What follows belongs to an exercise in optimizing a design on an open flow for small area and a short achievable clock period; a production flow would make more cautious choices.
Power figures rest on the tool's default switching activity, not on a simulated workload.

==> inputs of v23 <==
==> flow/design.v <==
module memory_mc #(
  parameter int unsigned WIDTH      = 32,
  parameter int unsigned DEPTH      = 64,
  parameter int unsigned ADDR_WIDTH = 7,
  parameter int unsigned NUM_CH     = 4,
  parameter int unsigned RD_LAT     = 1
) (
  input  logic                         clk,
  input  logic                         res,
  input  logic [NUM_CH-1:0]            ch_valid,
  output logic [NUM_CH-1:0]            ch_ready,
  input  logic [NUM_CH-1:0]            ch_wr_rd,
  input  logic [NUM_CH*ADDR_WIDTH-1:0] ch_addr,
  input  logic [NUM_CH*WIDTH-1:0]      ch_wdata,
  input  logic [NUM_CH*WIDTH/8-1:0]    ch_wstrb,
  output logic [NUM_CH*WIDTH-1:0]      ch_rdata,
  output logic [NUM_CH-1:0]            ch_rvalid,
  output logic [NUM_CH-1:0]            ch_err
);
  localparam int unsigned NumBytes = WIDTH / 8;
  localparam int unsigned IdxW     = $clog2(DEPTH);
  localparam int unsigned LoW      = IdxW / 2;
  localparam int unsigned HiW      = IdxW - LoW;
  localparam int unsigned NLo      = 1 << LoW;
  localparam int unsigned NHi      = 1 << HiW;
  logic [NUM_CH-1:0] ptr_q;    
  logic [NUM_CH-1:0] gnt;      
  logic [NUM_CH-1:0] rdy;
  always_comb begin
    for (int i = 0; i < NUM_CH; i++) begin
      logic term, none;
      term = 1'b0;
      none = 1'b1;
      for (int k = 0; k < NUM_CH; k++) begin
        term = term | (ptr_q[(i - k + NUM_CH) % NUM_CH] & none);
        none = none & ~ch_valid[(i - k - 1 + NUM_CH) % NUM_CH];
      end
      gnt[i] = ch_valid[i] & term;
    end
  end
  assign rdy      = gnt & {NUM_CH{res}};
  assign ch_ready = rdy;
  always_ff @(posedge clk or negedge res) begin
    if (!res) begin
      ptr_q <= NUM_CH'(1);
    end else if (|ch_valid) begin
      for (int i = 0; i < NUM_CH; i++) ptr_q[(i + 1) % NUM_CH] <= gnt[i];
    end
  end
  logic [NLo-1:0]      lo_dec [NUM_CH];
  logic [NHi-1:0]      hi_dec [NUM_CH];
  logic [NUM_CH-1:0]   oor;           
  always_comb begin
    for (int i = 0; i < NUM_CH; i++) begin
      logic [ADDR_WIDTH-1:0] a;
      a         = ch_addr[i*ADDR_WIDTH +: ADDR_WIDTH];
      oor[i]    = (32'(a) >= DEPTH);
      lo_dec[i] = NLo'(1) << a[LoW-1:0];
      hi_dec[i] = NHi'(1) << a[IdxW-1:LoW];
    end
  end
  logic [NLo-1:0]      lo_sel;
  logic [NHi-1:0]      hi_rd;
  logic [NHi-1:0]      hi_wr;
  logic [NumBytes-1:0] strb_sel;
  logic [WIDTH-1:0]    wdata_sel;
  always_comb begin
    lo_sel    = '0;
    hi_rd     = '0;
    hi_wr     = '0;
    strb_sel  = '0;
    wdata_sel = '0;
    for (int i = 0; i < NUM_CH; i++) begin
      lo_sel    = lo_sel    | (lo_dec[i] & {NLo{gnt[i]}});
      hi_rd     = hi_rd     | (hi_dec[i] & {NHi{gnt[i]}});
      hi_wr     = hi_wr     | (hi_dec[i] & {NHi{rdy[i] & ch_wr_rd[i] & ~oor[i]}});
      strb_sel  = strb_sel  | (ch_wstrb[i*NumBytes +: NumBytes] & {NumBytes{gnt[i]}});
      wdata_sel = wdata_sel | (ch_wdata[i*WIDTH +: WIDTH] & {WIDTH{gnt[i]}});
    end
  end
  logic [WIDTH-1:0] mem_q [DEPTH];
  always_ff @(posedge clk) begin
    for (int w = 0; w < DEPTH; w++) begin
      for (int b = 0; b < NumBytes; b++) begin
        if (hi_wr[w / NLo] && lo_sel[w % NLo] && strb_sel[b]) begin
          mem_q[w][8*b +: 8] <= wdata_sel[8*b +: 8];
        end
      end
    end
  end
  logic [WIDTH-1:0] rd_word;
  logic [WIDTH-1:0] rd_grp [NHi];
  always_comb begin
    rd_word = '0;
    for (int h = 0; h < NHi; h++) begin
      rd_grp[h] = '0;
      for (int l = 0; l < NLo; l++) begin
        rd_grp[h] = rd_grp[h] | (mem_q[h*NLo + l] & {WIDTH{lo_sel[l]}});
      end
      rd_word = rd_word | (rd_grp[h] & {WIDTH{hi_rd[h]}});
    end
  end
  logic [NUM_CH-1:0]       rvalid_q, err_q;
  logic [NUM_CH*WIDTH-1:0] rdata_q;
  always_ff @(posedge clk or negedge res) begin
    if (!res) begin
      rvalid_q <= '0;
      err_q    <= '0;
      rdata_q  <= '0;
    end else begin
      for (int i = 0; i < NUM_CH; i++) begin
        rvalid_q[i] <= gnt[i] & ~ch_wr_rd[i];
        err_q[i]    <= gnt[i] & oor[i];
        if (gnt[i] && !ch_wr_rd[i]) begin
          rdata_q[i*WIDTH +: WIDTH] <= oor[i] ? '0 : rd_word;
        end
      end
    end
  end
  assign ch_rvalid = rvalid_q;
  assign ch_err    = err_q;
  assign ch_rdata  = rdata_q;
endmodule
module memory_mc_top (
  input  logic         clk,
  input  logic         res,
  input  logic [3:0]   ch_valid,
  output logic [3:0]   ch_ready,
  input  logic [3:0]   ch_wr_rd,
  input  logic [27:0]  ch_addr,
  input  logic [127:0] ch_wdata,
  input  logic [15:0]  ch_wstrb,
  output logic [127:0] ch_rdata,
  output logic [3:0]   ch_rvalid,
  output logic [3:0]   ch_err
);
  memory_mc #(
    .WIDTH     (32),
    .DEPTH     (64),
    .ADDR_WIDTH(7),
    .NUM_CH    (4),
    .RD_LAT    (1)
  ) u_mc (
    .clk      (clk),
    .res      (res),
    .ch_valid (ch_valid),
    .ch_ready (ch_ready),
    .ch_wr_rd (ch_wr_rd),
    .ch_addr  (ch_addr),
    .ch_wdata (ch_wdata),
    .ch_wstrb (ch_wstrb),
    .ch_rdata (ch_rdata),
    .ch_rvalid(ch_rvalid),
    .ch_err   (ch_err)
  );
endmodule
==> flow/flow/run.sh <==
#!/bin/bash
# Standard ORFS layout, but ports are buffered with a plain buf_2 instead of
# the delay-cell buffer buffer_ports picks by default.
set -euo pipefail
export BUFFER_PORTS_ARGS="-buffer_cell sky130_fd_sc_hd__buf_2"
bash standard.sh finish > orfs_make.log 2>&1
==> flow/standard.sh <==
#!/bin/bash
# synth_recipe.tcl (not shown) runs the flow's synth.tcl, then flattens the netlist and writes it again
# the make line also repeats each setting of config.mk as NAME=value (left out here)
make -C /OpenROAD-flow-scripts/flow DESIGN_CONFIG=/design/flow/config.mk WORK_HOME=/design/flow/orfs CLKGATE_MAP_FILE= SYNTH_SCRIPT=/design/flow/synth_recipe.tcl "${@:-finish}"
==> flow/config.mk <==
export PLATFORM = sky130hd
export DESIGN_NAME = memory_mc_top
export DESIGN_NICKNAME = memory_mc_top
export VERILOG_FILES = /design/flow/design.v
export SDC_FILE = /design/flow/constraint.sdc
export NUM_CORES = 4
export LEC_CHECK = 0
export CAP_MARGIN = 20
export CORE_MARGIN = 2
export CORE_UTILIZATION = 40
export SETUP_SLACK_MARGIN = 3.0
export SLEW_MARGIN = 20
export TNS_END_PERCENT = 0
==> flow/constraint.sdc <==
create_clock -name core_clock -period 5.5 [get_ports {clk}]
set_input_delay 1.1000 -clock core_clock [delete_from_list [all_inputs] [get_ports {clk}]]
set_output_delay 1.1000 -clock core_clock [all_outputs]
set_load 0.01 [all_outputs]
==> inputs of v6, as changes to v23 <==
- CORE_UTILIZATION: 40 -> 60
- CTS_BUF_LIST: unset -> sky130_fd_sc_hd__clkbuf_4 sky130_fd_sc_hd__clkbuf_8
- CTS_CLUSTER_SIZE: unset -> 24
==> inputs of v35, as changes to v23 <==
==> flow/design.v, changed modules only <==
module memory_mc_arb #(
  parameter int unsigned NUM_CH = 4
) (
  input  logic [NUM_CH-1:0] ptr,       
  input  logic [NUM_CH-1:0] valid,
  output logic [NUM_CH-1:0] gnt
);
  logic [NUM_CH-1:0] prio [NUM_CH];
  always_comb begin
    for (int j = 0; j < NUM_CH; j++) begin
      for (int i = 0; i < NUM_CH; i++) begin
        prio[j][i] = 1'b0;
        for (int p = 0; p < NUM_CH; p++) begin
          if (j != i && ((j - p + NUM_CH) % NUM_CH) < ((i - p + NUM_CH) % NUM_CH)) begin
            prio[j][i] = prio[j][i] | ptr[p];
          end
        end
      end
    end
    for (int i = 0; i < NUM_CH; i++) begin
      logic blk;
      blk = 1'b0;
      for (int j = 0; j < NUM_CH; j++) blk = blk | (valid[j] & prio[j][i]);
      gnt[i] = valid[i] & ~blk;
    end
  end
endmodule
module memory_mc_sel #(
  parameter int unsigned WIDTH      = 32,
  parameter int unsigned DEPTH      = 64,
  parameter int unsigned ADDR_WIDTH = 7,
  parameter int unsigned NUM_CH     = 4,
  parameter int unsigned NLo        = 8,
  parameter int unsigned NHi        = 8
) (
  input  logic [NUM_CH-1:0]            gnt,         
  input  logic [NUM_CH-1:0]            gnt_d,       
  input  logic                         res,
  input  logic [NUM_CH-1:0]            ch_wr_rd,
  input  logic [NUM_CH*ADDR_WIDTH-1:0] ch_addr,
  input  logic [NUM_CH*WIDTH-1:0]      ch_wdata,
  input  logic [NUM_CH*WIDTH/8-1:0]    ch_wstrb,
  output logic [NUM_CH-1:0]            oor,         
  output logic [NLo-1:0]               lo_sel,      
  output logic [NHi-1:0]               hi_rd,       
  output logic [DEPTH*WIDTH/8-1:0]     wen,         
  output logic [WIDTH-1:0]             wdata_sel
);
  localparam int unsigned NumBytes = WIDTH / 8;
  localparam int unsigned LoW      = $clog2(NLo);
  localparam int unsigned HiW      = $clog2(NHi);
  logic [NLo-1:0]      lo_dec [NUM_CH];
  logic [NHi-1:0]      hi_dec [NUM_CH];
  logic [NUM_CH-1:0]   wr_ok;       
  logic [NLo-1:0]      lo_wr;
  logic [NHi-1:0]      hi_sel;
  logic [NumBytes-1:0] strb_sel;
  always_comb begin
    for (int i = 0; i < NUM_CH; i++) begin
      logic [ADDR_WIDTH-1:0] a;
      a         = ch_addr[i*ADDR_WIDTH +: ADDR_WIDTH];
      oor[i]    = (32'(a) >= DEPTH);
      wr_ok[i]  = res & ch_wr_rd[i] & ~oor[i];
      lo_dec[i] = NLo'(1) << a[LoW-1:0];
      hi_dec[i] = NHi'(1) << a[LoW +: HiW];
    end
    lo_sel    = '0;
    lo_wr     = '0;
    hi_rd     = '0;
    hi_sel    = '0;
    strb_sel  = '0;
    wdata_sel = '0;
    for (int i = 0; i < NUM_CH; i++) begin
      lo_sel    = lo_sel    | (lo_dec[i] & {NLo{gnt[i]}});
      lo_wr     = lo_wr     | (lo_dec[i] & {NLo{gnt[i] & wr_ok[i]}});
      hi_rd     = hi_rd     | (hi_dec[i] & {NHi{gnt[i] & ~oor[i]}});
      hi_sel    = hi_sel    | (hi_dec[i] & {NHi{gnt[i]}});
      strb_sel  = strb_sel  | (ch_wstrb[i*NumBytes +: NumBytes] & {NumBytes{gnt_d[i]}});
      wdata_sel = wdata_sel | (ch_wdata[i*WIDTH +: WIDTH] & {WIDTH{gnt_d[i]}});
    end
    for (int w = 0; w < DEPTH; w++) begin
      for (int b = 0; b < NumBytes; b++) begin
        wen[w*NumBytes + b] = hi_sel[w / NLo] & lo_wr[w % NLo] & strb_sel[b];
      end
    end
  end
endmodule
module memory_mc_rdmux #(
  parameter int unsigned WIDTH = 32,
  parameter int unsigned NLo   = 8,
  parameter int unsigned NHi   = 8
) (
  input  logic [NLo*NHi*WIDTH-1:0] mem,
  input  logic [NLo-1:0]           lo_sel,
  input  logic [NHi-1:0]           hi_sel,
  output logic [WIDTH-1:0]         rd
);
  logic [WIDTH-1:0] grp [NHi];
  always_comb begin
    rd = '0;
    for (int h = 0; h < NHi; h++) begin
      grp[h] = '0;
      for (int l = 0; l < NLo; l++) begin
        grp[h] = grp[h] | (mem[(h*NLo + l)*WIDTH +: WIDTH] & {WIDTH{lo_sel[l]}});
      end
      rd = rd | (grp[h] & {WIDTH{hi_sel[h]}});
    end
  end
endmodule
module memory_mc #(
  parameter int unsigned WIDTH      = 32,
  parameter int unsigned DEPTH      = 64,
  parameter int unsigned ADDR_WIDTH = 7,
  parameter int unsigned NUM_CH     = 4,
  parameter int unsigned RD_LAT     = 1
) (
  input  logic                         clk,
  input  logic                         res,
  input  logic [NUM_CH-1:0]            ch_valid,
  output logic [NUM_CH-1:0]            ch_ready,
  input  logic [NUM_CH-1:0]            ch_wr_rd,
  input  logic [NUM_CH*ADDR_WIDTH-1:0] ch_addr,
  input  logic [NUM_CH*WIDTH-1:0]      ch_wdata,
  input  logic [NUM_CH*WIDTH/8-1:0]    ch_wstrb,
  output logic [NUM_CH*WIDTH-1:0]      ch_rdata,
  output logic [NUM_CH-1:0]            ch_rvalid,
  output logic [NUM_CH-1:0]            ch_err
);
  localparam int unsigned NumBytes = WIDTH / 8;
  localparam int unsigned IdxW     = $clog2(DEPTH);
  localparam int unsigned NLo      = 1 << (IdxW / 2);
  localparam int unsigned NHi      = DEPTH / NLo;
  logic [NUM_CH-1:0] ptr_q;    
  logic [NUM_CH-1:0] gnt;      
  logic [NUM_CH-1:0] gnt_out;  
  logic [NUM_CH-1:0] gnt_d;    
  memory_mc_arb #(.NUM_CH(NUM_CH)) u_arb (.ptr(ptr_q), .valid(ch_valid), .gnt(gnt));
  memory_mc_arb #(.NUM_CH(NUM_CH)) u_arb_d (.ptr(ptr_q), .valid(ch_valid), .gnt(gnt_d));
  memory_mc_arb #(.NUM_CH(NUM_CH)) u_arb_out (.ptr(ptr_q), .valid(ch_valid), .gnt(gnt_out));
  assign ch_ready = gnt_out & {NUM_CH{res}};
  always_ff @(posedge clk or negedge res) begin
    if (!res) begin
      ptr_q <= NUM_CH'(1);
    end else if (|ch_valid) begin
      for (int i = 0; i < NUM_CH; i++) ptr_q[(i + 1) % NUM_CH] <= gnt[i];
    end
  end
  logic [NUM_CH-1:0]         oor;
  logic [NLo-1:0]            lo_sel;
  logic [NHi-1:0]            hi_rd;
  logic [DEPTH*NumBytes-1:0] wen;
  logic [WIDTH-1:0]          wdata_sel;
  memory_mc_sel #(
    .WIDTH(WIDTH), .DEPTH(DEPTH), .ADDR_WIDTH(ADDR_WIDTH), .NUM_CH(NUM_CH), .NLo(NLo), .NHi(NHi)
  ) u_sel (
    .gnt(gnt), .gnt_d(gnt_d), .res(res), .ch_wr_rd(ch_wr_rd), .ch_addr(ch_addr), .ch_wdata(ch_wdata),
    .ch_wstrb(ch_wstrb), .oor(oor), .lo_sel(lo_sel), .hi_rd(hi_rd), .wen(wen),
    .wdata_sel(wdata_sel)
  );
  logic [DEPTH*WIDTH-1:0] mem_q;
  always_ff @(posedge clk) begin
    for (int w = 0; w < DEPTH; w++) begin
      for (int b = 0; b < NumBytes; b++) begin
        if (wen[w*NumBytes + b]) begin
          mem_q[w*WIDTH + 8*b +: 8] <= wdata_sel[8*b +: 8];
        end
      end
    end
  end
  logic [WIDTH-1:0] rd_word;
  memory_mc_rdmux #(.WIDTH(WIDTH), .NLo(NLo), .NHi(NHi)) u_rd (
    .mem(mem_q), .lo_sel(lo_sel), .hi_sel(hi_rd), .rd(rd_word)
  );
  logic [NUM_CH-1:0]       rvalid_q, err_q;
  logic [NUM_CH*WIDTH-1:0] rdata_q;
  always_ff @(posedge clk or negedge res) begin
    if (!res) begin
      rvalid_q <= '0;
      err_q    <= '0;
      rdata_q  <= '0;
    end else begin
      for (int i = 0; i < NUM_CH; i++) begin
        rvalid_q[i] <= gnt_d[i] & ~ch_wr_rd[i];
        err_q[i]    <= gnt_d[i] & oor[i];
        if (gnt_d[i] && !ch_wr_rd[i]) begin
          rdata_q[i*WIDTH +: WIDTH] <= rd_word;   
        end
      end
    end
  end
  assign ch_rvalid = rvalid_q;
  assign ch_err    = err_q;
  assign ch_rdata  = rdata_q;
endmodule
- SYNTH_HIERARCHICAL: unset -> 1
- SYNTH_MINIMUM_KEEP_SIZE: unset -> 0
==> comparison table <==
metric                                                                    v6                 v23           v35
Die span in x                                                         372 um              455 um        458 um
Number of nets in the synthesized netlist                               4993                4993          4866
Status                                              timing/DRC/antenna clean  timing/DRC/antenna clean  timing/DRC/antenna clean
Worst hold margin                                                  0.0772 ns            0.144 ns     0.0832 ns
Buffer depth of the longest clock path                                     4                   3             3
Maximum number of pins on one net before global-route repair              72                  85            97
Category of the critical setup timing path                      flop to flop  input port to flop  flop to flop
Multiplexer fraction of the synthesized cell area                         0%                  0%         2.33%
Fillers                                                                 8865               16900         17100
Total iterations of the first detailed-routing run                         7                  10             8
GRT met2 Usage                                                         50.7%               37.4%         35.4%
Power of the combinational group                                     4.16 mW             4.21 mW       6.66 mW
Post-Layout Cell Count                                                  7551                8212          8054
Actual slew at the worst max-slew pin                                1.13 ns            0.988 ns       1.32 ns
Power of the sequential group                                        19.4 mW             19.3 mW       20.1 mW
Switching power                                                      9.41 mW             9.30 mW       11.2 mW
Worst path arrival time                                              4.52 ns             4.30 ns       4.06 ns
Met3 Track Usage GR                                                    9.26%               3.16%         3.48%
Final Instance Area                                              0.0946 mm^2         0.0956 mm^2   0.0969 mm^2
Number of buffers other than clock buffers in the final layout           645                 632           599
Maximum single-stage delay on the critical path                      0.44 ns             0.43 ns       0.80 ns
No run of this note included a check of the RTL's function; only the layout flow was run.

[static timing again, ports no longer ideal]
The flow's constraints put no driver on any port. The routed layouts listed below were extracted and timed again, unchanged, in two steps.
Step 1 sets driving cells, clkbuf_16 on the clock port and buf_2 on the other inputs (assumed; they add their load-dependent delay and slew).
Step 2 adds t to the input delays and takes it off the output delays; t is the mean of the earliest and latest rising clock arrival at the registers after step 1. Input paths then give back, and output paths get back, about the clock's delay inside the block.
Three values: no drivers, after step 1, after step 2; two values: the first two.
run | shift t [ns] | setup WS [ns] | worst setup path after step 2 | slew at the worst register clock pin (ns)
v23 | 0.936 | 1.888 / 1.627 / 0.769 | input to register | 0.07 / 0.07
v6 | 1.089 | 1.846 / 1.722 / 0.633 | input to register | 0.07 / 0.07
v35 | 0.959 | 1.920 / 1.920 / 1.025 | input to register | 0.07 / 0.07
After both steps setup and hold are still met in every run listed. The setup slack of v6, which loses most, moves by -0.124 ns with the drivers and by -1.213 ns with both steps.
